This design comes from an exercise in tuning for small area on the open sky130 flow, not from production work.
In this exercise RTL edits were held to simulation tests only and were not proved equivalent to the original.
Power and IR drop assume default switching activity.

Setup of rev 12:
==> flow/design.v <==
package csa_pkg;
	localparam int PKT_BYTES = 188;
	localparam int CW_BYTES = 9;
	localparam int SCRAMBLE_HDR_IDX = 3;
	typedef logic [7:0] byte_t;
	typedef logic [1:0] scram_ctrl_t;
	typedef union packed
	{
		byte_t raw;
		struct packed
		{
			scram_ctrl_t sc;
			logic [1:0] afc;
			logic [3:0] cc;
		} f;
	} ts_hdr3_u;
endpackage
module cw_ctrl_reg
#(
	parameter int CW_BYTES = csa_pkg::CW_BYTES
)
(
	input logic clk,
	input logic rst,
	input logic cw_valid,
	input csa_pkg::byte_t cw_byte,
	output logic cw_first,
	output csa_pkg::scram_ctrl_t scram_ctrl
);
	logic [3:0] cw_idx;
	assign cw_first = cw_valid && (cw_idx == '0);
	always_ff @(posedge clk)
	begin
		if (rst)
			cw_idx <= '0;
		else if (cw_valid)
			cw_idx <= {cw_idx[2:0], !cw_idx[1] && (cw_idx[0] == cw_idx[3])};
	end
	always_ff @(posedge clk)
	begin
		if (rst)
			scram_ctrl <= '0;
		else if (cw_first)
			scram_ctrl <= {cw_byte[1], cw_byte[1] & cw_byte[0]};
	end
endmodule
module ts_pkt_buffer
#(
	parameter int PKT_BYTES = csa_pkg::PKT_BYTES
)
(
	input logic clk,
	input logic rst,
	input logic ts_valid,
	input csa_pkg::byte_t ts_byte,
	input logic rd_run,
	input logic hdr3,
	input csa_pkg::scram_ctrl_t sc,
	output csa_pkg::byte_t head
);
	localparam int G = 4;
	localparam int NG = PKT_BYTES / G;
	localparam int LAST = PKT_BYTES - G;
	csa_pkg::byte_t ring [PKT_BYTES];
	csa_pkg::byte_t dly [1:3];
	logic [3:1] pend;
	logic [2:0] phi;
	logic [2:0] phi_next;
	logic [1:0] tap;
	logic flip;
	logic shift;
	csa_pkg::byte_t ins;
	csa_pkg::byte_t tap_byte;
	csa_pkg::scram_ctrl_t sc_d;
	always_comb
	begin
		if (pend[3])
			ins = dly[3];
		else if (pend[2])
			ins = dly[2];
		else if (pend[1])
			ins = dly[1];
		else
			ins = ts_byte;
	end
	assign shift = (phi[1:0] == 2'd0) && (ts_valid || (|pend) || rd_run);
	assign phi_next = shift ? phi : phi + 3'd1;
	always_ff @(posedge clk)
	begin
		ring[0] <= ~(shift ? (ins ^ {8{phi[2]}}) : ring[G-1]);
		for (int g = 1; g < NG; g++)
			ring[G*g] <= ~(shift ? ring[G*g-1] : ring[G*g+G-1]);
		for (int g = 0; g < NG; g++)
			for (int j = 1; j < G; j++)
				ring[G*g+j] <= ring[G*g+j-1];
	end
	always_ff @(posedge clk)
	begin
		dly[1] <= ts_byte;
		dly[2] <= dly[1];
		dly[3] <= dly[2];
		sc_d <= sc;
	end
	always_ff @(posedge clk)
	begin
		if (rst)
		begin
			phi <= '0;
			pend <= '0;
		end
		else
		begin
			phi <= phi_next;
			pend[1] <= ts_valid && !(shift && !(|pend));
			pend[2] <= pend[1] && !(shift && !pend[3] && !pend[2]);
			pend[3] <= pend[2] && !(shift && !pend[3]);
		end
	end
	always_ff @(posedge clk)
	begin
		if (!rd_run)
		begin
			tap <= phi_next[1:0] + 2'd3;
			flip <= phi_next[2] ^ (phi_next[1:0] == 2'd0);
		end
	end
	always_comb
	begin
		case (tap)
			2'd0: tap_byte = ring[LAST];
			2'd1: tap_byte = ring[LAST+1];
			2'd2: tap_byte = ring[LAST+2];
			default: tap_byte = ring[LAST+3];
		endcase
		tap_byte = tap_byte ^ {8{flip}};
	end
	always_comb
	begin
		head = tap_byte;
		if (hdr3 && sc_d[1])
			head[7:6] = sc_d;
	end
endmodule
module ts_readout
#(
	parameter int PKT_BYTES = csa_pkg::PKT_BYTES
)
(
	input logic clk,
	input logic rst,
	input logic ts_valid,
	output logic hdr3,
	output logic pkt_valid,
	output logic finish_pkt
);
	localparam logic [8:0] RX_BASE = 9'(512 - (PKT_BYTES + 192));	 
	localparam logic [8:0] BUSY_BASE = RX_BASE + 9'(PKT_BYTES);		 
	logic [8:0] cnt;
	logic busy;
	logic wrap;
	assign busy = cnt[8] && (cnt[7] || cnt[6]);
	assign wrap = &cnt;
	assign pkt_valid = busy && !wrap && (cnt[8:2] != BUSY_BASE[8:2] || (cnt[1] && cnt[0]));
	assign hdr3 = (cnt == BUSY_BASE + 9'd6);
	always_ff @(posedge clk)
	begin
		if (rst)
		begin
			cnt <= RX_BASE;
			finish_pkt <= 1'b0;
		end
		else
		begin
			finish_pkt <= wrap;
			if (ts_valid || busy)
				cnt <= (cnt + 1'b1) | (wrap ? RX_BASE : 9'd0);
		end
	end
endmodule
module frame_out_mux
(
	input logic clk,
	input logic rst,
	input logic pkt_valid,
	input csa_pkg::byte_t pkt_byte,
	input logic cnt_valid,
	input csa_pkg::byte_t cnt_byte,
	input logic pid_valid,
	input csa_pkg::byte_t pid_byte,
	input logic gbe_valid,
	input csa_pkg::byte_t gbe_byte,
	input logic port_valid,
	input csa_pkg::byte_t port_byte,
	input logic cw_valid,
	input csa_pkg::byte_t cw_byte,
	input logic cw_first,
	output logic out_valid,
	output csa_pkg::byte_t out_byte
);
	logic any_valid;
	logic sel_pkt, sel_cnt, sel_pid, sel_gbe, sel_port, sel_cw;
	csa_pkg::byte_t cw_out;
	csa_pkg::byte_t sel_byte;
	assign cw_out = cw_first ? {7'b0, cw_byte[1]} : cw_byte;
	assign any_valid = pkt_valid | cnt_valid | pid_valid | gbe_valid | port_valid
		| cw_valid;
	assign sel_pkt = pkt_valid;
	assign sel_cnt = !pkt_valid && cnt_valid;
	assign sel_pid = !pkt_valid && !cnt_valid && pid_valid;
	assign sel_gbe = !pkt_valid && !cnt_valid && !pid_valid && gbe_valid;
	assign sel_port = !pkt_valid && !cnt_valid && !pid_valid && !gbe_valid && port_valid;
	assign sel_cw = !pkt_valid && !cnt_valid && !pid_valid && !gbe_valid && !port_valid;
	assign sel_byte = ({8{sel_pkt}} & pkt_byte) | ({8{sel_cnt}} & cnt_byte)
		| ({8{sel_pid}} & pid_byte) | ({8{sel_gbe}} & gbe_byte)
		| ({8{sel_port}} & port_byte) | ({8{sel_cw}} & cw_out);
	always_ff @(posedge clk)
	begin
		if (rst)
			out_valid <= 1'b0;
		else
			out_valid <= any_valid;
	end
	always_ff @(posedge clk)
		out_byte <= sel_byte;
endmodule
module csa_frame_top
#(
	parameter int PKT_BYTES = csa_pkg::PKT_BYTES,
	parameter int CW_BYTES = csa_pkg::CW_BYTES
)
(
	input logic clk,
	input logic rst,
	input logic ts_valid,
	input csa_pkg::byte_t ts_byte,
	input logic cw_valid,
	input csa_pkg::byte_t cw_byte,
	input logic cnt_valid,
	input csa_pkg::byte_t cnt_byte,
	input logic pid_valid,
	input csa_pkg::byte_t pid_byte,
	input logic gbe_valid,
	input csa_pkg::byte_t gbe_byte,
	input logic port_valid,
	input csa_pkg::byte_t port_byte,
	output logic out_valid,
	output csa_pkg::byte_t out_byte,
	output logic finish_pkt
);
	logic hdr3;
	logic pkt_valid;
	csa_pkg::byte_t pkt_byte;
	logic cw_first;
	csa_pkg::scram_ctrl_t scram_ctrl;
	cw_ctrl_reg #(.CW_BYTES(CW_BYTES)) cw_ctrl_reg_inst
	(
		.clk(clk),
		.rst(rst),
		.cw_valid(cw_valid),
		.cw_byte(cw_byte),
		.cw_first(cw_first),
		.scram_ctrl(scram_ctrl)
	);
	ts_readout #(.PKT_BYTES(PKT_BYTES)) ts_readout_inst
	(
		.clk(clk),
		.rst(rst),
		.ts_valid(ts_valid),
		.hdr3(hdr3),
		.pkt_valid(pkt_valid),
		.finish_pkt(finish_pkt)
	);
	ts_pkt_buffer #(.PKT_BYTES(PKT_BYTES)) ts_pkt_buffer_inst
	(
		.clk(clk),
		.rst(rst),
		.ts_valid(ts_valid),
		.ts_byte(ts_byte),
		.rd_run(pkt_valid),
		.hdr3(hdr3),
		.sc(scram_ctrl),
		.head(pkt_byte)
	);
	frame_out_mux frame_out_mux_inst
	(
		.clk(clk),
		.rst(rst),
		.pkt_valid(pkt_valid),
		.pkt_byte(pkt_byte),
		.cnt_valid(cnt_valid),
		.cnt_byte(cnt_byte),
		.pid_valid(pid_valid),
		.pid_byte(pid_byte),
		.gbe_valid(gbe_valid),
		.gbe_byte(gbe_byte),
		.port_valid(port_valid),
		.port_byte(port_byte),
		.cw_valid(cw_valid),
		.cw_byte(cw_byte),
		.cw_first(cw_first),
		.out_valid(out_valid),
		.out_byte(out_byte)
	);
endmodule
clock: 5.0 ns
lec_check: 0
cap_margin: 20
core_margin: 2
core_utilization: 70
slew_margin: 20
standard.sh (not shown) runs the stock make flow with config.mk's settings and CLKGATE_MAP_FILE= SYNTH_SCRIPT=/design/flow/synth_recipe.tcl, a recipe that flattens the netlist after the stock synthesis.
==> flow/flow/run.sh <==
#!/bin/bash
# The standard ORFS layout (standard.sh) with three changes:
#  - synthesis maps the combinational logic with an area-oriented ABC
#    script (flow/abc_area.script); everything else in the synthesis,
#    including flip-flop mapping, flattening and renaming, is the standard flow's own
#  - port buffers use the smallest buffer cell
#  - CTS builds full leaf clusters of clkbuf_8 without dummy loads
# Each tool's output stays in orfs/logs; make's own output goes to
# standard.log.
set -uo pipefail
WORK=$PWD
FLOWDIR=$WORK/flow

# synth.tcl from ORFS, with the ABC call pointed at our script
sed 's|^\(\s*\)log_cmd abc {\*}$abc_args|\1lset abc_args 1 $::env(MY_ABC_SCRIPT)\n\1log_cmd abc {*}$abc_args|' \
	"$FLOW_HOME/scripts/synth.tcl" > "$WORK/my_synth.tcl"
grep -q 'MY_ABC_SCRIPT' "$WORK/my_synth.tcl" || { echo "could not patch synth.tcl"; exit 1; }
sed "s|source \$::env(SCRIPTS_DIR)/synth.tcl|source $WORK/my_synth.tcl|" \
	"$WORK/synth_recipe.tcl" > "$WORK/my_synth_recipe.tcl"
grep -q "my_synth.tcl" "$WORK/my_synth_recipe.tcl" || { echo "could not patch synth_recipe.tcl"; exit 1; }
sed "s|SYNTH_SCRIPT=[^ ]*|SYNTH_SCRIPT=$WORK/my_synth_recipe.tcl|" \
	"$WORK/standard.sh" > "$WORK/my_standard.sh"
grep -q "my_synth_recipe.tcl" "$WORK/my_standard.sh" || { echo "could not patch standard.sh"; exit 1; }

export MY_ABC_SCRIPT=$FLOWDIR/abc_area.script
export BUFFER_PORTS_ARGS="-buffer_cell sky130_fd_sc_hd__buf_1"
export CTS_ARGS="-sink_clustering_enable -repair_clock_nets -dont_use_dummy_load -buf_list sky130_fd_sc_hd__clkbuf_8 -sink_clustering_size 21 -sink_clustering_max_diameter 100"
bash "$WORK/my_standard.sh" > "$WORK/standard.log" 2>&1
==> flow/flow/abc_area.script <==
strash
dc2
dch
amap
strash
dc2
dch
amap
strash
dc2
dch
amap
strash
dch
amap
topo
stime -c
Input-level comparison between rev 13 and rev 12:
--- a/flow/design.v
+++ b/flow/design.v
@@ -64,10 +64,9 @@
 	csa_pkg::byte_t ring [PKT_BYTES];
 	csa_pkg::byte_t dly [1:3];
 	logic [3:1] pend;
-	logic [2:0] phi;
-	logic [2:0] phi_next;
+	logic [1:0] phi;
+	logic [1:0] phi_next;
 	logic [1:0] tap;
-	logic flip;
 	logic shift;
 	csa_pkg::byte_t ins;
 	csa_pkg::byte_t tap_byte;
@@ -83,13 +82,13 @@
 		else
 			ins = ts_byte;
 	end
-	assign shift = (phi[1:0] == 2'd0) && (ts_valid || (|pend) || rd_run);
-	assign phi_next = shift ? phi : phi + 3'd1;
+	assign shift = (phi == 2'd0) && (ts_valid || (|pend) || rd_run);
+	assign phi_next = shift ? phi : phi + 2'd1;
 	always_ff @(posedge clk)
 	begin
-		ring[0] <= ~(shift ? (ins ^ {8{phi[2]}}) : ring[G-1]);
+		ring[0] <= shift ? ins : ring[G-1];
 		for (int g = 1; g < NG; g++)
-			ring[G*g] <= ~(shift ? ring[G*g-1] : ring[G*g+G-1]);
+			ring[G*g] <= shift ? ring[G*g-1] : ring[G*g+G-1];
 		for (int g = 0; g < NG; g++)
 			for (int j = 1; j < G; j++)
 				ring[G*g+j] <= ring[G*g+j-1];
@@ -119,10 +118,7 @@
 	always_ff @(posedge clk)
 	begin
 		if (!rd_run)
-		begin
-			tap <= phi_next[1:0] + 2'd3;
-			flip <= phi_next[2] ^ (phi_next[1:0] == 2'd0);
-		end
+			tap <= phi_next + 2'd3;
 	end
 	always_comb
 	begin
@@ -132,7 +128,6 @@
 			2'd2: tap_byte = ring[LAST+2];
 			default: tap_byte = ring[LAST+3];
 		endcase
-		tap_byte = tap_byte ^ {8{flip}};
 	end
 	always_comb
 	begin
@@ -198,21 +193,26 @@
 	output csa_pkg::byte_t out_byte
 );
 	logic any_valid;
-	logic sel_pkt, sel_cnt, sel_pid, sel_gbe, sel_port, sel_cw;
-	csa_pkg::byte_t cw_out;
 	csa_pkg::byte_t sel_byte;
+	csa_pkg::byte_t cw_out;
 	assign cw_out = cw_first ? {7'b0, cw_byte[1]} : cw_byte;
 	assign any_valid = pkt_valid | cnt_valid | pid_valid | gbe_valid | port_valid
 		| cw_valid;
-	assign sel_pkt = pkt_valid;
-	assign sel_cnt = !pkt_valid && cnt_valid;
-	assign sel_pid = !pkt_valid && !cnt_valid && pid_valid;
-	assign sel_gbe = !pkt_valid && !cnt_valid && !pid_valid && gbe_valid;
-	assign sel_port = !pkt_valid && !cnt_valid && !pid_valid && !gbe_valid && port_valid;
-	assign sel_cw = !pkt_valid && !cnt_valid && !pid_valid && !gbe_valid && !port_valid;
-	assign sel_byte = ({8{sel_pkt}} & pkt_byte) | ({8{sel_cnt}} & cnt_byte)
-		| ({8{sel_pid}} & pid_byte) | ({8{sel_gbe}} & gbe_byte)
-		| ({8{sel_port}} & port_byte) | ({8{sel_cw}} & cw_out);
+	always_comb
+	begin
+		if (pkt_valid)
+			sel_byte = pkt_byte;
+		else if (cnt_valid)
+			sel_byte = cnt_byte;
+		else if (pid_valid)
+			sel_byte = pid_byte;
+		else if (gbe_valid)
+			sel_byte = gbe_byte;
+		else if (port_valid)
+			sel_byte = port_byte;
+		else
+			sel_byte = cw_out;
+	end
 	always_ff @(posedge clk)
 	begin
 		if (rst)
- | first-iteration DRC count | higher: rev 12 |
- Result: PASS for each of rev 13 and rev 12
- Summary of rev 13 over rev 12: transition time of the tightest slew-check pin climbed 0.037 ns, share of the clock period used by the worst path after layout went down 4.1 points, clock sink total has remained practically unchanged, total power now smaller.

-- re-timing with driven ports --
Ports are ideal in the flow. The routed layouts listed here were re-timed in OpenROAD. Step 1 sets driving cells, clkbuf_16 on the clock port and buf_2 on the other inputs (assumed; they add their load-dependent delay and slew). Step 2 moves the port delays by t, midway between the first and last clock arrival at a register: inputs arrive t later, outputs are due t later. That takes back most of the time a late clock gives input paths. a / b / c = ideal / step 1 / step 2; a / b = the first two.
| run | t (ns) | setup slack, ns | cell pins on the clock port's net |
|---|---|---|---|
| rev 12 | 0.724 | 1.327 / 1.327 / 1.327 | 1 |
| rev 13 | 0.704 | 1.532 / 1.532 / 1.532 | 1 |
After both steps setup and hold are still met in every run listed.
